What follows belongs to an exercise in optimizing a design on an open flow for small area, a short achievable clock period and few clock cycles per item; a production flow would make more cautious choices. Only simulation tests tie the RTL to the original design; equivalence was not proved. Power and IR drop assume default switching activity.

## flow/run.sh

```bash
#!/bin/bash
# synth_recipe.tcl (not shown) runs the flow's synth.tcl, then flattens the netlist and writes it again
# the make line also repeats each setting of config.mk as NAME=value (left out here)
make -C /OpenROAD-flow-scripts/flow DESIGN_CONFIG=/design/flow/config.mk WORK_HOME=/design/flow/orfs CLKGATE_MAP_FILE= SYNTH_SCRIPT=/design/flow/synth_recipe.tcl finish
```

## flow/config.mk

```make
export PLATFORM = sky130hd
export DESIGN_NAME = bias_weight
export DESIGN_NICKNAME = bias_weight
export VERILOG_FILES = /design/flow/design.v
export SDC_FILE = /design/flow/constraint.sdc
export NUM_CORES = 4
export LEC_CHECK = 0
export CAP_MARGIN = 20
export CORE_MARGIN = 2
export CORE_UTILIZATION = 40
export SLEW_MARGIN = 20
```

## flow/constraint.sdc

```tcl
create_clock -name core_clock -period 13.0 [get_ports {iCLK}]
set_input_delay 2.6000 -clock core_clock [delete_from_list [all_inputs] [get_ports {iCLK}]]
set_output_delay 2.6000 -clock core_clock [all_outputs]
set_load 0.01 [all_outputs]
```

## flow/design.v

```verilog
module bias_weight #(
  parameter int    NP    = 4,
  parameter int    NC    = 4,
  parameter int    WV    = 8,
  parameter        BURST = "yes"
) (
  input  logic                     iCLK,
  input  logic                     iRST,
  input  logic                     iMode,
  input  logic [WV-1:0]            iLR,
  input  logic                     iValid_AS_State1,
  output logic                     oReady_AS_State1,
  input  logic [NP*WV-1:0]         iData_AS_State1,
  input  logic                     iValid_AS_Delta1,
  output logic                     oReady_AS_Delta1,
  input  logic [NC*WV-1:0]         iData_AS_Delta1,
  output logic                     oValid_BM_WeightBias,
  input  logic                     iReady_BM_WeightBias,
  output logic [NC*NP*WV+NC*WV-1:0] oData_BM_WeightBias,
  output logic                     oValid_BM_Weight,
  input  logic                     iReady_BM_Weight,
  output logic [NP*NC*WV-1:0]      oData_BM_Weight,
  output logic [1:0]               oDbgState
);
  localparam bit BURST_EN = (BURST == "yes");
  localparam int PW = 3 * WV + 1;
  typedef enum logic [1:0] {
    S_FWD        = 2'd0,
    S_WAIT_DELTA = 2'd1,
    S_BWD        = 2'd2,
    S_UPDATE     = 2'd3
  } state_e;
  state_e                state_q;
  logic                  wb_sent_q;
  logic [NP*WV-1:0]      r_state_q;
  logic [NC*WV-1:0]      r_delta_q;
  logic [NC*WV-1:0]      r_bias_q;
  logic [NP*NC*WV-1:0]   r_weight_q;
  logic [NC*WV-1:0]      r_bias_d;
  logic [NP*NC*WV-1:0]   r_weight_d;
  logic st_hs;
  logic dl_hs;
  logic w_hs;
  logic wb_hs;
  function automatic logic signed [PW-1:0] sext(input logic [WV-1:0] v);
    sext = {{(PW-WV){v[WV-1]}}, v};
  endfunction
  function automatic logic signed [PW-1:0] zext(input logic [WV-1:0] v);
    zext = {{(PW-WV){1'b0}}, v};
  endfunction
  function automatic logic signed [PW-1:0] weight_grad(input logic [WV-1:0] d,
                                                       input logic [WV-1:0] s,
                                                       input logic [WV-1:0] lr);
    logic signed [PW-1:0] prod;
    prod = sext(d) * sext(s) * zext(lr);
    weight_grad = prod >>> (3 * WV / 2);
  endfunction
  function automatic logic signed [PW-1:0] bias_grad(input logic [WV-1:0] d,
                                                     input logic [WV-1:0] lr);
    logic signed [PW-1:0] prod;
    prod = sext(d) * zext(lr);
    bias_grad = prod >>> WV;
  endfunction
  function automatic logic [WV-1:0] sub_fit(input logic [WV-1:0]        a,
                                            input logic signed [PW-1:0] g);
    logic signed [PW:0] diff;
    logic signed [PW:0] lim_hi;
    logic signed [PW:0] lim_lo;
    diff = {{(PW+1-WV){a[WV-1]}}, a} - {g[PW-1], g};
    sub_fit = diff[WV-1:0];
  endfunction
  assign oReady_AS_State1     = (state_q == S_FWD) && iMode;
  assign oReady_AS_Delta1     = (state_q == S_WAIT_DELTA) && iMode;
  assign oValid_BM_Weight     = (state_q == S_BWD) && iMode;
  assign oValid_BM_WeightBias = (state_q != S_UPDATE) && (BURST_EN || !wb_sent_q);
  assign oDbgState            = state_q;
  assign st_hs = oReady_AS_State1 && iValid_AS_State1;
  assign dl_hs = oReady_AS_Delta1 && iValid_AS_Delta1;
  assign w_hs  = oValid_BM_Weight && iReady_BM_Weight;
  assign wb_hs = oValid_BM_WeightBias && iReady_BM_WeightBias;
  assign oData_BM_Weight = r_weight_q;
  always_comb begin
    oData_BM_WeightBias = '0;
    for (int j = 0; j < NC; j++) begin
      oData_BM_WeightBias[j*WV +: WV] = r_bias_q[j*WV +: WV];
      for (int i = 0; i < NP; i++) begin
        oData_BM_WeightBias[NC*WV + j*NP*WV + i*WV +: WV] = r_weight_q[i*NC*WV + j*WV +: WV];
      end
    end
  end
  always_comb begin
    r_bias_d   = r_bias_q;
    r_weight_d = r_weight_q;
    for (int j = 0; j < NC; j++) begin
      r_bias_d[j*WV +: WV] = sub_fit(r_bias_q[j*WV +: WV],
                                     bias_grad(r_delta_q[j*WV +: WV], iLR));
      for (int i = 0; i < NP; i++) begin
        r_weight_d[i*NC*WV + j*WV +: WV] =
          sub_fit(r_weight_q[i*NC*WV + j*WV +: WV],
                  weight_grad(r_delta_q[j*WV +: WV], r_state_q[i*WV +: WV], iLR));
      end
    end
  end
  always_ff @(posedge iCLK) begin
    if (iRST) begin
      state_q    <= S_FWD;
      wb_sent_q  <= 1'b0;
      r_state_q  <= '0;
      r_delta_q  <= '0;
      r_bias_q   <= '0;
      r_weight_q <= '0;
    end else begin
      if (wb_hs) begin
        wb_sent_q <= 1'b1;
      end else if ((state_q == S_UPDATE) ||
                   (!BURST_EN && !iMode && !iReady_BM_WeightBias)) begin
        wb_sent_q <= 1'b0;
      end
      case (state_q)
        S_FWD: begin
          if (st_hs) begin
            r_state_q <= iData_AS_State1;
            state_q   <= S_WAIT_DELTA;
          end
        end
        S_WAIT_DELTA: begin
          if (!iMode) begin
            state_q <= S_FWD;
          end else if (dl_hs) begin
            r_delta_q <= iData_AS_Delta1;
            state_q   <= S_BWD;
          end
        end
        S_BWD: begin
          if (!iMode) begin
            state_q <= S_FWD;
          end else if (w_hs) begin
            state_q <= S_UPDATE;
          end
        end
        S_UPDATE: begin
          r_bias_q   <= r_bias_d;
          r_weight_q <= r_weight_d;
          state_q    <= S_FWD;
        end
        default: state_q <= S_FWD;
      endcase
    end
  end
endmodule
```

==> results.yml <==
grt:
  gr-total-overflow: 0
  grt_max_degree: 94
  grt_pass1_wl_um: 534000
  antenna_found_initial: 19
  grt_usage: 0.225
  grt_pass1_vias: 95044
yosys:
  synth_cells: 14092
  syn_area_per_cell_sq_um: 8.46
  async_flop_share: 0
  yosysTopAreaCellShare: 0.395
  seq_area_frac_synth: 0.0379
  ys_top_cells_by_count: "3,343 x inv_1, 2,352 x fa_1, 1,549 x nand2_1"
  synthFlopType: "dfxtp_1"
  ys_seq_elements: 226
  synth_edf_count: 0
  synthesis.area_sq_um: 119000
  ys_types: 87
  yosysMostFrequentCell: "inv_1"
  synth_nets: 17839
  yosys.area.top_type: "fa_1"
  ys_warn_count: 1
  synthTopCellsByArea: "fa_1 39%, ha_1 14%, inv_1 11%, and2_1 8.0%, nand2_1 4.9%"
sta:
  tightest_slew_ns: 1.12
  tns_ns: 0
  max_freq_mhz: 80.9
  hold_violations: 0
  clock_skew_ns: 0.0761
  fin_crit_sh: 0.950
  finalSetupViolCount: 0
  drv_slew: 0
  slew_headroom: 0.253
  rsz0062_at_grt: "no"
  finalCriticalPeriod_ns: 12.36
clock_tree:
  cts-root-buf: "clkbuf_16"
  cts_max_level: 2
  cts_hold_repair.buffers: 0
  numCtsBuffers: 38
  cts_tree: "yes"
  cts_setup_buffers: 0
  cts.repair.resized: 0
  cts.sinks: 226
  path_clk_slew_ns: 0.06
  insertion_delay_ns: 0.72
  clockBufferDepth: 3
setup_path:
  crit_fanout: 12
  crit_slowest_cell: "dfxtp_1"
  crit_family: "adder cells"
  setup.worst_path.start: "r_state_q[23]"
  start_kind: "flop"
  path_class: "reg -> reg"
  crit_top_cell: "fa_1"
  arrival_ns: 12.89
  r2r-start: "r_state_q[23]"
  max_stage_delay_ns: 0.92
  critPathBufInv: 9
  worst_setup_path_end_kind: "flop"
  worstPathRequired_ns: 13.53
pwr:
  p_per_area_nw_per_um2: 42.9
  p_sw_frac: 0.476
  power_w: 0.00551
  leakagePower_nw: 64.9
  power.share.sequential: 0.133
  vdd_drop_max_mv: 0.0971
  clkPwrFrac: 0.213
  power.net_switching_w: 0.00262
  p_int_w: 0.00289
  p_comb_frac: 0.654
layout:
  fin_nets: 17842
  synthToLayoutAreaGrowth_pct: 7.77
  layout-drive-gt1-share: 0.0321
run:
  maxCapViolations: 0
drt:
  dr.pass1.iters: 8
  avgViaCountPerCell: 4.91
  vias: 88671
  first_iter_violations: 4106
  drc: 0
  ant_nets: 0
  drt-wirelength-per-cell_um: 18.1
  drt-total-wl_um: 328000
hold_path:
  worstHoldStart: "r_bias_q[30]"
  min_path_type: "reg -> reg"
placed_design:
  dp_hpwl_um: 266000
  gp_congestion: 0.850
  io_buffers: 371
floorplan:
  die-area_sq_um: 302000
  initial_core_util: 0.402
  pin_count: 373
  die_width_um: 550
  rows: 200
  chipHeight_um: 550
  core_area_sq_um: 297000
run_status:
  status: "timing/DRC/antenna clean"
==> layer usage <==
layer	track usage	vias up	wire length, um
met3	0.0165	360	11000
met5	0	-	299
met4	0.0819	6	14100
li1	-	41977	-
met1	0.279	44887	137000
met2	0.408	1441	165000
==> metrics by stage <==
step / instance area (sq um) / util / setup WS, ns / hold slack [ns] / instances
detailed placement: 127000 / 0.428 / 0.821 / 0.487 / 17993
global placement: 127000 / 0.428 / 0.940 / 0.475 / 17993
floorplan: 119000 / - / 2.65 / 0.470 / 14092
finish: 128000 / 0.433 / 0.645 / 0.490 / 18070
CTS: 128000 / 0.433 / 0.753 / 0.495 / 18062
global route: 128000 / 0.433 / 0.218 / 0.511 / 18065
==> kinds of logic (layout without fill, tap and decap cells) <==
group,after synthesis,count (layout),share of synthesized area
muxes,23,23,0.00208
DFF,226,226,0.0379
buffers and inverters,4034,4066,0.131
and+or+nand+nor,4594,4594,0.196
AOI/OAI and AO/OA,934,934,0.0516
adders and majority gates,3668,3668,0.533
xor gates and xnor gates,613,613,0.0481
other,0,7,0
==> cells in the final DEF (no fill, tap or decap), types with 15 or more instances in the layout <==
| master | n |
|---|---|
| a2111oi_0 | 17 |
| a211oi_1 | 51 |
| a21o_1 | 70 |
| a21oi_1 | 341 |
| a31oi_1 | 26 |
| and2_1 | 1517 |
| and3_1 | 156 |
| buf_4 | 271 |
| clkbuf_16 | 39 |
| clkdlybuf4s50_1 | 362 |
| dfxtp_1 | 211 |
| dfxtp_2 | 15 |
| fa_1 | 2352 |
| ha_1 | 1316 |
| inv_1 | 3341 |
| nand2_1 | 1547 |
| nand2b_1 | 200 |
| nand3_1 | 125 |
| nand4_1 | 34 |
| nor2_1 | 527 |
| nor2b_1 | 182 |
| nor3_1 | 128 |
| nor4_1 | 19 |
| o2111ai_1 | 45 |
| o211ai_1 | 22 |
| o21a_1 | 46 |
| o21ai_0 | 142 |
| o31ai_1 | 20 |
| o41a_1 | 17 |
| or2_2 | 32 |
| or3_1 | 51 |
| xnor2_1 | 468 |
| xnor3_1 | 23 |
| xor2_1 | 117 |
==> power groups by stage <==
| stage | Clock [W] | Sequential [W] | Combinational, W |
|---|---|---|---|
| final | 0.00117 | 0.000733 | 0.00360 |
| after global routing | 0.00124 | 0.000735 | 0.00406 |
| after detailed placement | 0 | 0.000749 | 0.00363 |
| after floorplan | 0 | 0.000725 | 0.00256 |
| after CTS | 0.00122 | 0.000733 | 0.00366 |
| after global placement | 0 | 0.000748 | 0.00360 |
==> sequential cells by signal (all words and copies together), names as in the netlist <==
| register | count |
|---|---|
| r_state_q | 32 |
| r_weight_q | 128 |
| r_bias_q | 32 |
| state_q | 2 |
| r_delta_q | 32 |
==> worst register-to-register path, delay by kind of cell, from the launching register on <==
kind / cells / cell delay, ns
fa+ha+maj: 11 / 4.95
buf+inv: 9 / 1.03
flops: 1 / 0.92
compound gates: 5 / 1.18
mux: 1 / 0.34
xor+xnor: 5 / 1.76
simple gates: 12 / 2.06
==> area by class of cell <==
class	instances	area, sq um
clock inverter	23	273
tap	3939	4930
inverter	3344	12600
antenna	7	17.5
clock buffer	46	1070
fill	29931	168000
sequential	226	4540
timing repair buffer	653	6010
multi-input combinational	9832	99100
==> path summary, 6_finish.rpt <==
path                     to  slack, ns  depth (start not counted)
max          r_weight_q[95]       0.64                         43
max reg2reg  r_weight_q[95]       0.64                         43
min            r_bias_q[30]       0.49                          2
min reg2reg    r_bias_q[30]       0.49                          2
Testbench counts, summed over its fixed seeds: cycles 2,048, samples 512.

## re-timing with driven ports
The flow's constraints put no driver on any port. The routed layout listed below was extracted and timed again, unchanged, in two steps. Step 1 (the two cells are an assumption about what drives the block):
set clk [get_ports {iCLK}]
set_driving_cell -lib_cell sky130_fd_sc_hd__clkbuf_16 $clk
set_driving_cell -lib_cell sky130_fd_sc_hd__buf_2 [delete_from_list [all_inputs] $clk]
Step 2 times the ports against the registers' clock, not the clock port: input delays grow and output delays shrink by t, the midpoint of the rising clock arrivals with the driver on. a / b / c = ideal / step 1 / step 2; a / b = the first two.
t (ns): 0.776
setup slack, ns: 0.645 / 0.645 / 0.645
latest minus earliest clock arrival (ns): 0.079 / 0.079
slew at the worst register clock pin (ns): 0.08 / 0.08
After both steps this run still meets setup and hold. The setup slack of this run moves by 0.000 ns with the drivers and by 0.000 ns with both steps.
